Source: an optimization exercise on an open RTL-to-GDS flow (aim: small area, a short achievable clock period and few clock cycles). Production flows keep margins and buffers that such runs may drop. Only simulation tests tie the RTL to the original design; equivalence was not proved. Power figures rest on the tool's default switching activity, not on a simulated workload.

==> inputs of build 6 <==
==> flow/design.v (excerpt) <==
module per_label_mean_variance (
	input  wire logic               clk,
	input  wire logic               arst_n,
	input  wire logic               s_valid,
	output logic                    s_ready,
	input  wire logic signed [15:0] s_sample,
	input  wire logic [5:0]         s_label,
	input  wire logic               s_counted,
	input  wire logic               s_frame_end,
	output logic                    r_valid,
	input  wire logic               r_ready,
	output logic [5:0]              r_label,
	output logic signed [23:0]      r_mean,
	output logic [29:0]             r_variance,
	output logic                    r_variance_infinite,
	output logic [23:0]             r_count,
	output logic                    r_last,
	input  wire logic               cfg_valid,
	output logic                    cfg_ready,
	input  wire logic [6:0]         cfg_label_count
);
	assign cfg_ready = 1'b1;
	plmv_datapath u_dp (
		.clk                 (clk),
		.arst_n              (arst_n),
		.s_valid             (s_valid),
		.s_ready             (s_ready),
		.s_sample            (s_sample),
		.s_label             (s_label),
		.s_counted           (s_counted),
		.s_frame_end         (s_frame_end),
		.r_valid             (r_valid),
		.r_ready             (r_ready),
		.r_label             (r_label),
		.r_mean              (r_mean),
		.r_variance          (r_variance),
		.r_variance_infinite (r_variance_infinite),
		.r_count             (r_count),
		.r_last              (r_last),
		.cfg_valid           (cfg_valid),
		.cfg_label_count     (cfg_label_count)
	);
endmodule
==> flow/config.mk <==
export PLATFORM = sky130hd
export DESIGN_NAME = per_label_mean_variance
export DESIGN_NICKNAME = per_label_mean_variance
export VERILOG_FILES = /design/flow/design.v
export SDC_FILE = /design/flow/constraint.sdc
export NUM_CORES = 4
export LEC_CHECK = 0
export CAP_MARGIN = 20
export CORE_MARGIN = 2
export CORE_UTILIZATION = 40
export PLACE_DENSITY = 0.6
export SLEW_MARGIN = 20
==> flow/constraint.sdc <==
create_clock -name core_clock -period 13.0 [get_ports {clk}]
set_input_delay 2.6000 -clock core_clock [delete_from_list [all_inputs] [get_ports {clk}]]
set_output_delay 2.6000 -clock core_clock [all_outputs]
set_load 0.01 [all_outputs]
standard.sh (not shown) runs the stock make flow with config.mk's settings and CLKGATE_MAP_FILE= SYNTH_SCRIPT=/design/flow/synth_recipe.tcl, a recipe that flattens the netlist after the stock synthesis.
==> flow/flow/run.sh <==
#!/bin/bash
# standard layout, with repair_timing aiming past the 13 ns constraint
set -euo pipefail
bash standard.sh SETUP_SLACK_MARGIN=8.3 finish > flow_make.log 2>&1
==> inputs of trial 34, as changes to build 6 <==
--- a/flow/design.v
+++ b/flow/design.v
@@ -3,21 +3,21 @@
 	localparam int NLAB = 16;        
 	localparam int CNT_W = 24;       
 	localparam int MAG_W = 39;       
 	localparam int SQ_W = 54;        
 	localparam int W_W = 48;         
 	localparam int Q_W = 56;         
 	localparam int MDIV_N = 24;                  
 	localparam int PASS_T0 = MDIV_N;             
-	localparam int PASS_LAT = 5;                 
+	localparam int PASS_LAT = 4;                 
 	localparam int TDIV_N = 31;                  
 	localparam int TDIV_T0 = PASS_T0 + PASS_LAT + 1;
 	localparam int OUT_T0 = TDIV_T0 + TDIV_N;
-	localparam int QRD_LAG = 4;                  
+	localparam int QRD_LAG = 3;                  
 endpackage
 `default_nettype wire
 `default_nettype none
 import plmv_pkg::*;
 module plmv_div (
 	input  wire logic [23:0] rem,
 	input  wire logic        inbit,
 	input  wire logic [23:0] den,
@@ -67,16 +67,17 @@
 	logic [31:0]      ql_q [NLAB];
 	logic [CNT_W-1:0] n_q  [NLAB];
 	logic [NLAB-1:0]  sgn_q;
 	logic [NLAB-1:0]  vld_q;
 	logic            rd_mode_q, rd_mode_d;
 	logic [6:0]      g_q, g_d;
 	logic            mdiv_q, passw_q, pass_rd_q, outw_q;
 	logic [NLAB-1:0] tdiv_q;
+	logic [NLAB-1:0] p_oh_q, pq_oh_q;
 	logic [3:0]      p_idx_q;
 	logic [4:0]      oidx_q;
 	logic [NLAB-1:0] oidx_oh_q;
 	logic            rdy_q;
 	logic            stall_out;
 	logic            hold3;
 	logic            adv;
 	logic            issue;
@@ -104,29 +105,33 @@
 		if (!arst_n) begin
 			rd_mode_q <= 1'b0;
 			g_q <= '0;
 			mdiv_q <= 1'b0;
 			passw_q <= 1'b0;
 			pass_rd_q <= 1'b0;
 			outw_q <= 1'b0;
 			tdiv_q <= '0;
+			p_oh_q <= '0;
+			pq_oh_q <= '0;
 			p_idx_q <= '0;
 			oidx_q <= '0;
 			oidx_oh_q <= 16'd1;
 			rdy_q <= 1'b1;
 		end else begin
 			rd_mode_q <= rd_mode_d;
 			g_q <= g_d;
 			mdiv_q <= rd_mode_d && (g_d < 7'(MDIV_N));
 			passw_q <= rd_mode_d && (g_d < 7'(OUT_T0));
 			pass_rd_q <= rd_mode_d && (g_d >= 7'(PASS_T0)) && (g_d < 7'(PASS_T0 + NLAB));
 			outw_q <= rd_mode_d && (g_d >= 7'(OUT_T0));
 			for (int i = 0; i < NLAB; i++) begin
 				tdiv_q[i] <= rd_mode_d && (g_d >= 7'(TDIV_T0 + i)) && (g_d < 7'(TDIV_T0 + i + TDIV_N));
+				p_oh_q[i] <= g_d == 7'(PASS_T0 + i);
+				pq_oh_q[i] <= g_d == 7'(PASS_T0 + QRD_LAG + i);
 			end
 			p_idx_q <= 4'(g_d - 7'(PASS_T0));
 			if (s_valid && rdy_q && s_frame_end)
 				rdy_q <= 1'b0;
 			if (issue) begin
 				oidx_q <= oidx_q + 1'b1;
 				oidx_oh_q <= {oidx_oh_q[NLAB-2:0], oidx_oh_q[NLAB-1]};
 			end
@@ -135,141 +140,119 @@
 				oidx_oh_q <= 16'd1;
 				rdy_q <= 1'b1;
 			end
 		end
 	end
 	logic               i_v, i_cnt, i_fe;
 	logic [5:0]         i_lab;
 	logic signed [15:0] i_smp;
-	logic [15:0]        i_abs;
 	always_ff @(posedge clk or negedge arst_n) begin
 		if (!arst_n) i_v <= 1'b0;
 		else i_v <= s_valid & rdy_q;
 	end
 	always_ff @(posedge clk) begin
 		i_smp <= s_sample;
-		i_abs <= s_sample[15] ? 16'(-s_sample) : s_sample;
 		i_lab <= s_label;
 		i_cnt <= s_counted;
 		i_fe <= s_frame_end;
 	end
 	logic               a_hit, a_fe;
 	logic [NLAB-1:0]    a_oh;
-	logic [15:0]        a_hh, a_hl, a_ll;
+	logic [15:0]        a_hh, a_ll;
+	logic signed [16:0] a_hl;
 	logic signed [16:0] a_px, a_nx;
-	logic [7:0]         xh, xl;
-	assign xh = i_abs[15:8];
-	assign xl = i_abs[7:0];
+	logic signed [16:0] xh, xl, hh_p, hl_p, ll_p;
+	assign xh = 17'(i_smp[15:8]) - (i_smp[15] ? 17'sd256 : 17'sd0);
+	assign xl = {9'b0, i_smp[7:0]};
+	assign hh_p = xh * xh;
+	assign hl_p = xh * xl;
+	assign ll_p = xl * xl;
 	always_ff @(posedge clk or negedge arst_n) begin
 		if (!arst_n) begin
 			a_hit <= 1'b0;
 			a_fe <= 1'b0;
 		end else begin
 			a_hit <= i_v & i_cnt & ({1'b0, i_lab} < {2'b0, eff});
 			a_fe <= i_v & i_fe;
 		end
 	end
 	always_ff @(posedge clk) begin
 		for (int i = 0; i < NLAB; i++)
 			a_oh[i] <= i_lab[3:0] == 4'(i);
-		a_hh <= xh * xh;
-		a_hl <= xh * xl;
-		a_ll <= xl * xl;
+		a_hh <= hh_p[15:0];
+		a_hl <= hl_p;
+		a_ll <= ll_p[15:0];
 		a_px <= $signed({i_smp[15], i_smp});
 		a_nx <= -$signed({i_smp[15], i_smp});
 	end
 	logic [NLAB-1:0]  o1_oh, o2_oh;
 	logic [NLAB-1:0]  s_wh, s_wl, s_qh, s_ql, s_n, s_s;
-	logic [NLAB-1:0]  a_oh_d, p_oh_d, pq_oh_d, oidx_oh_d, o1_oh_d, o2_oh_d, vld_d;
-	logic             passw_d;
 	logic [23:0]      rd_wh, rd_wl, rd_qh;
 	logic [31:0]      rd_ql;
 	logic [CNT_W-1:0] rd_n;
 	logic             rd_s;
-	assign passw_d = rd_mode_d && (g_d < 7'(OUT_T0));
 	always_comb begin
-		for (int i = 0; i < NLAB; i++) begin
-			a_oh_d[i] = i_lab[3:0] == 4'(i);
-			p_oh_d[i] = g_d == 7'(PASS_T0 + i);
-			pq_oh_d[i] = g_d == 7'(PASS_T0 + QRD_LAG + i);
-		end
-		if (done)
-			oidx_oh_d = 16'd1;
-		else if (issue)
-			oidx_oh_d = {oidx_oh_q[NLAB-2:0], oidx_oh_q[NLAB-1]};
-		else
-			oidx_oh_d = oidx_oh_q;
-		o1_oh_d = adv ? oidx_oh_q : o1_oh;
-		o2_oh_d = adv ? o1_oh : o2_oh;
-	end
-	always_ff @(posedge clk or negedge arst_n) begin
-		if (!arst_n) begin
-			s_wh <= '0;
-			s_wl <= '0;
-			s_qh <= '0;
-			s_ql <= '0;
-			s_n <= '0;
-			s_s <= '0;
-		end else if (!rd_mode_d) begin
-			s_wh <= a_oh_d & vld_d;
-			s_wl <= a_oh_d & vld_d;
-			s_qh <= a_oh_d & vld_d;
-			s_ql <= a_oh_d & vld_d;
-			s_n <= a_oh_d & vld_d;
-			s_s <= a_oh_d & vld_d;
-		end else if (passw_d) begin
-			s_wh <= p_oh_d & vld_d;
-			s_wl <= p_oh_d & vld_d;
-			s_n <= p_oh_d & vld_d;
-			s_qh <= pq_oh_d & vld_d;
-			s_ql <= pq_oh_d & vld_d;
-			s_s <= p_oh_d & vld_d;
+		if (!rd_mode_q) begin
+			s_wh = a_oh;
+			s_wl = a_oh;
+			s_qh = a_oh;
+			s_ql = a_oh;
+			s_n = a_oh;
+			s_s = a_oh;
+		end else if (passw_q) begin
+			s_wh = p_oh_q;
+			s_wl = p_oh_q;
+			s_n = p_oh_q;
+			s_qh = pq_oh_q;
+			s_ql = pq_oh_q;
+			s_s = p_oh_q;
 		end else begin
-			s_wh <= o1_oh_d & vld_d;
-			s_wl <= oidx_oh_d & vld_d;
-			s_qh <= oidx_oh_d & vld_d;
-			s_ql <= o2_oh_d & vld_d;
-			s_n <= o1_oh_d & vld_d;
-			s_s <= o2_oh_d & vld_d;
+			s_wh = o1_oh;
+			s_wl = oidx_oh_q;
+			s_qh = oidx_oh_q;
+			s_ql = o2_oh;
+			s_n = o1_oh;
+			s_s = o2_oh;
 		end
 	end
 	always_comb begin
 		rd_wh = '0;
 		rd_wl = '0;
 		rd_qh = '0;
 		rd_ql = '0;
 		rd_n = '0;
 		rd_s = 1'b0;
 		for (int i = 0; i < NLAB; i++) begin
-			rd_wh = rd_wh | ({24{s_wh[i]}} & wh_q[i]);
-			rd_wl = rd_wl | ({24{s_wl[i]}} & wl_q[i]);
-			rd_qh = rd_qh | ({24{s_qh[i]}} & qh_q[i]);
-			rd_ql = rd_ql | ({32{s_ql[i]}} & ql_q[i]);
-			rd_n = rd_n | ({CNT_W{s_n[i]}} & n_q[i]);
-			rd_s = rd_s | (s_s[i] & sgn_q[i]);
+			rd_wh = rd_wh | ({24{s_wh[i] & vld_q[i]}} & wh_q[i]);
+			rd_wl = rd_wl | ({24{s_wl[i] & vld_q[i]}} & wl_q[i]);
+			rd_qh = rd_qh | ({24{s_qh[i] & vld_q[i]}} & qh_q[i]);
+			rd_ql = rd_ql | ({32{s_ql[i] & vld_q[i]}} & ql_q[i]);
+			rd_n = rd_n | ({CNT_W{s_n[i] & vld_q[i]}} & n_q[i]);
+			rd_s = rd_s | (s_s[i] & vld_q[i] & sgn_q[i]);
 		end
 	end
 	logic               b_hit, b_sat;
 	logic [NLAB-1:0]    b_oh;
 	logic [30:0]        b_sq;
 	logic signed [16:0] b_xe, b_nxe;
 	logic [MAG_W-1:0]   b_mag;
 	logic               b_sgn;
 	logic [SQ_W-1:0]    b_sqs;
 	logic [CNT_W-1:0]   b_n;
-	logic [31:0]        sq_full;
+	logic signed [31:0] sq_full;
 	logic               c_we;
 	logic [MAG_W-1:0]   c_mag;
 	logic               c_sgn;
 	logic [SQ_W-1:0]    c_sqs;
 	logic [CNT_W-1:0]   c_n;
 	logic               fwd;
 	logic               sgn_b;
-	assign sq_full = {a_hh, 16'b0} + {7'b0, a_hl, 9'b0} + {16'b0, a_ll};
+	assign sq_full = ($signed({16'b0, a_hh}) <<< 16) + ($signed({{15{a_hl[16]}}, a_hl}) <<< 9)
+		+ $signed({16'b0, a_ll});
 	assign fwd = c_we && ((b_oh & a_oh) != '0);
 	assign sgn_b = fwd ? c_sgn : rd_s;
 	always_ff @(posedge clk or negedge arst_n) begin
 		if (!arst_n) begin
 			b_hit <= 1'b0;
 			b_fe <= 1'b0;
 		end else begin
 			b_hit <= a_hit;
@@ -300,85 +283,75 @@
 	assign t1 = $signed({2'b0, b_mag}) + 41'(b_xe);
 	assign t2 = b_nxe - $signed(b_mag[16:0]);
 	assign tneg = t1[40];
 	assign c_we = b_hit && !b_sat;
 	assign c_mag = tneg ? {22'b0, t2} : t1[MAG_W-1:0];
 	assign c_sgn = b_sgn ^ tneg;
 	assign c_sqs = b_sqs + {23'b0, b_sq};
 	assign c_n = b_n + 1'b1;
-	logic             p1_v, p2_v, p3_v, p4_v, p5_v;
-	logic [3:0]       p1_idx, p2_idx, p3_idx, p4_idx;
-	logic [NLAB-1:0]  p5_oh;
+	logic             p1_v, p2_v, p3_v, p4_v;
+	logic [3:0]       p1_idx, p2_idx, p3_idx;
+	logic [NLAB-1:0]  p4_oh;
 	logic [23:0]      p1_rm, p2_rm;
 	logic [7:0]       p1_f8;
 	logic [15:0]      p1_q0, p2_q0, p3_q0;
 	logic [23:0]      p1_n;
-	logic [27:0]      p2_knh, p2_knl;
-	logic [23:0]      p3_r0, p4_r0, p5_r0;
-	logic [27:0]      p4_pp [4];
-	logic [39:0]      p5_prod;
-	logic [SQ_W-1:0]  p5_Q;
+	logic [31:0]      p2_kn;
+	logic [23:0]      p3_r0, p4_r0;
+	logic [31:0]      p4_ph, p4_pl;
+	logic [SQ_W-1:0]  p4_Q;
 	logic [31:0]      p3_sum;
-	logic [39:0]      p4_sum;
 	logic [SQ_W-1:0]  p_t;
-	assign p3_sum = {p2_knh, 4'b0} + {4'b0, p2_knl} + {8'b0, p2_rm};
-	assign p4_sum = {p4_pp[3], 12'b0} + {4'b0, p4_pp[2], 8'b0} + {8'b0, p4_pp[1], 4'b0}
-		+ {12'b0, p4_pp[0]};
-	assign p_t = p5_Q - {13'b0, p5_prod, 1'b0};
+	assign p3_sum = p2_kn + {8'b0, p2_rm};
+	assign p_t = p4_Q - {13'b0, p4_ph, 9'b0} - {21'b0, p4_pl, 1'b0};
 	always_ff @(posedge clk or negedge arst_n) begin
 		if (!arst_n) begin
 			p1_v <= 1'b0;
 			p2_v <= 1'b0;
 			p3_v <= 1'b0;
 			p4_v <= 1'b0;
-			p5_v <= 1'b0;
 		end else begin
 			p1_v <= pass_rd_q;
 			p2_v <= p1_v;
 			p3_v <= p2_v;
 			p4_v <= p3_v;
-			p5_v <= p4_v;
 		end
 	end
 	always_ff @(posedge clk) begin
 		p1_idx <= p_idx_q;
 		p1_rm <= rd_wh;
 		p1_f8 <= rd_wl[7:0];
 		p1_q0 <= rd_wl[23:8];
 		p1_n <= rd_n;
 		p2_idx <= p1_idx;
 		p2_rm <= p1_rm;
 		p2_q0 <= p1_q0;
-		p2_knh <= p1_f8[7:4] * p1_n;
-		p2_knl <= p1_f8[3:0] * p1_n;
+		p2_kn <= p1_f8 * p1_n;
 		p3_idx <= p2_idx;
 		p3_q0 <= p2_q0;
 		p3_r0 <= p3_sum[31:8];
-		p4_idx <= p3_idx;
-		p4_r0 <= p3_r0;
-		for (int k = 0; k < 4; k++)
-			p4_pp[k] <= p3_q0[4*k +: 4] * p3_r0;
 		for (int i = 0; i < NLAB; i++)
-			p5_oh[i] <= p4_idx == 4'(i);
-		p5_r0 <= p4_r0;
-		p5_prod <= p4_sum;
-		p5_Q <= {rd_qh[21:0], rd_ql};
+			p4_oh[i] <= p3_idx == 4'(i);
+		p4_r0 <= p3_r0;
+		p4_ph <= p3_q0[15:8] * p3_r0;
+		p4_pl <= p3_q0[7:0] * p3_r0;
+		p4_Q <= {rd_qh[21:0], rd_ql};
 	end
 	logic [23:0] bus_wh, bus_qh;
 	logic [31:0] bus_ql;
-	assign bus_wh = p5_v ? {1'b0, p_t[53:31]} : {1'b0, c_mag[38:16]};
-	assign bus_qh = p5_v ? p5_r0 : {2'b0, c_sqs[53:32]};
-	assign bus_ql = p5_v ? {p_t[30:0], 1'b0} : c_sqs[31:0];
+	assign bus_wh = p4_v ? {1'b0, p_t[53:31]} : {1'b0, c_mag[38:16]};
+	assign bus_qh = p4_v ? p4_r0 : {2'b0, c_sqs[53:32]};
+	assign bus_ql = p4_v ? {p_t[30:0], 1'b0} : c_sqs[31:0];
 	for (genvar i = 0; i < NLAB; i++) begin : g_slot
 		logic        we_acc, we;
 		logic        ge;
 		logic [23:0] rem_next;
 		assign we_acc = c_we && b_oh[i];
-		assign we = we_acc || (p5_v && p5_oh[i]);
+		assign we = we_acc || (p4_v && p4_oh[i]);
 		plmv_div u_div (
 			.rem      (wh_q[i]),
 			.inbit    (mdiv_q ? wl_q[i][23] : ql_q[i][31]),
 			.den      (n_q[i]),
 			.ge       (ge),
 			.rem_next (rem_next)
 		);
 		always_ff @(posedge clk) begin
@@ -396,39 +369,40 @@
 				ql_q[i] <= bus_ql;
 			else if (tdiv_q[i])
 				ql_q[i] <= {ql_q[i][30:0], ge};
 			if (we_acc) begin
 				n_q[i] <= c_n;
 				sgn_q[i] <= c_sgn;
 			end
 		end
-		assign vld_d[i] = done ? 1'b0 : (we_acc ? 1'b1 : vld_q[i]);
 		always_ff @(posedge clk or negedge arst_n) begin
 			if (!arst_n)
 				vld_q[i] <= 1'b0;
-			else
-				vld_q[i] <= vld_d[i];
+			else if (done)
+				vld_q[i] <= 1'b0;
+			else if (we_acc)
+				vld_q[i] <= 1'b1;
 		end
 	end
 	logic             o1_v, o2_v, o3_v;
 	logic [3:0]       o1_idx, o2_idx, o3_idx;
 	logic             o1_last, o2_last, o3_last;
 	logic [23:0]      o1_qm, o2_qm, o3_qm;
 	logic [23:0]      o1_r0, o2_r0, o3_r0;
-	logic [27:0]      o2_rfh, o2_rfl;
+	logic [31:0]      o2_r0f8;
 	logic [23:0]      o2_b, o2_n, o3_b, o3_n;
 	logic [15:0]      o2_qhh, o2_qhl, o2_qll;
 	logic [31:0]      o3_qq, o3_a;
 	logic             o3_s;
 	logic             o3_cf, o3_und;
 	logic [32:0]      d_c;
 	logic [33:0]      d1_c;
-	assign d_c = {1'b0, o2_b, 8'b0} - {1'b0, o2_rfh, 4'b0} - {5'b0, o2_rfl};
-	assign d1_c = {2'b0, o2_b, 8'b0} - {2'b0, o2_rfh, 4'b0} - {6'b0, o2_rfl} - {10'b0, o2_n};
+	assign d_c = {1'b0, o2_b, 8'b0} - {1'b0, o2_r0f8};
+	assign d1_c = {2'b0, o2_b, 8'b0} - {2'b0, o2_r0f8} - {10'b0, o2_n};
 	always_ff @(posedge clk or negedge arst_n) begin
 		if (!arst_n) begin
 			o1_v <= 1'b0;
 			o2_v <= 1'b0;
 			o3_v <= 1'b0;
 		end else if (adv) begin
 			o1_v <= issue;
 			o2_v <= o1_v;
@@ -444,18 +418,17 @@
 			o1_r0 <= rd_qh;
 			o2_idx <= o1_idx;
 			o2_oh <= o1_oh;
 			o2_last <= o1_last;
 			o2_qm <= o1_qm;
 			o2_r0 <= o1_r0;
 			o2_b <= rd_wh;
 			o2_n <= rd_n;
-			o2_rfh <= o1_r0 * o1_qm[7:4];
-			o2_rfl <= o1_r0 * o1_qm[3:0];
+			o2_r0f8 <= o1_r0 * o1_qm[7:0];
 			o2_qhh <= o1_qm[23:16] * o1_qm[23:16];
 			o2_qhl <= o1_qm[23:16] * o1_qm[15:8];
 			o2_qll <= o1_qm[15:8] * o1_qm[15:8];
 			o3_idx <= o2_idx;
 			o3_last <= o2_last;
 			o3_qm <= o2_qm;
 			o3_r0 <= o2_r0;
 			o3_b <= o2_b;
==> flow/flow/run.sh (replaced) <==
#!/bin/bash
# standard layout, with repair_timing aiming past the 13 ns constraint
set -euo pipefail
bash standard.sh SETUP_SLACK_MARGIN=8 finish > flow_make.log 2>&1
==> out/results.txt <==
Status: no timing/DRC/antenna violations
Met2 global-route usage: 41.4%
Non-clk buf share: 2.90%
Number of global-route vias before repair: 155000
Vias: 164000
Most frequent cells in the layout: edfxtp_1, nor2_1, inv_1, nand2_1, ha_1
Reg2reg end: u_dp.wh_q[1][8]
Seq Cell Count: 3668
Rel. slew slack: 12.6%
Syn. warnings: 13
Max Clock Skew: 0.110 ns
Leak Pwr: 97.4 nW
Worst hold slack: 0.315 ns
Fin crit share: 37.4%
Non-clk invs: 1527
Post-route insts no fill: 27300
Met3 routed WL: 93800 um
Core area: 521000 um2
(the above is from build 6)
==> out/results.txt <==
Reg2reg end: u_dp.o2_r0f8[31]
Post-route insts no fill: 26400
Vias: 161000
Met2 global-route usage: 44.1%
Core area: 506000 um2
Seq Cell Count: 3428
Syn. warnings: 11
Status: no timing/DRC/antenna violations
Rel. slew slack: 10.4%
Met3 routed WL: 95100 um
Number of global-route vias before repair: 153000
Max Clock Skew: 0.0932 ns
Non-clk buf share: 3.31%
Leak Pwr: 95.2 nW
Most frequent cells in the layout: edfxtp_1, inv_1, nor2_1, a21oi_1, nand2_1
(the above is from trial 34)
Testbench counts of build 6, summed over its fixed seeds: cycles 23,974.
Testbench counts of trial 34, summed over its fixed seeds: cycles 23,910.

## re-timing with driven ports
The results above use ideal ports. As a check the final layouts listed here were re-extracted and re-timed, cells and wires unchanged. Step 1, drivers: a clkbuf_16 drives clk and a buf_2 each remaining input, both assumed. Step 2, shift: input delay + t, output delay - t, t = (earliest + latest rising clock arrival at the registers) / 2. This alone moves slack from input paths to output paths. Slacks: ideal ports / drivers / drivers and shift; pairs: ideal ports / drivers.
run	shift t [ns]	setup WS [ns]	worst slew at a driven data input, ns	pins driven straight from the clock port
build 6	1.154	8.132 / 8.132 / 7.340	0.11	1
trial 34	1.129	7.547 / 7.547 / 7.114	0.08	1
After both steps setup and hold are still met in every run listed. The setup slack of build 6, which loses most, moves by 0.000 ns with the drivers and by -0.792 ns with both steps.
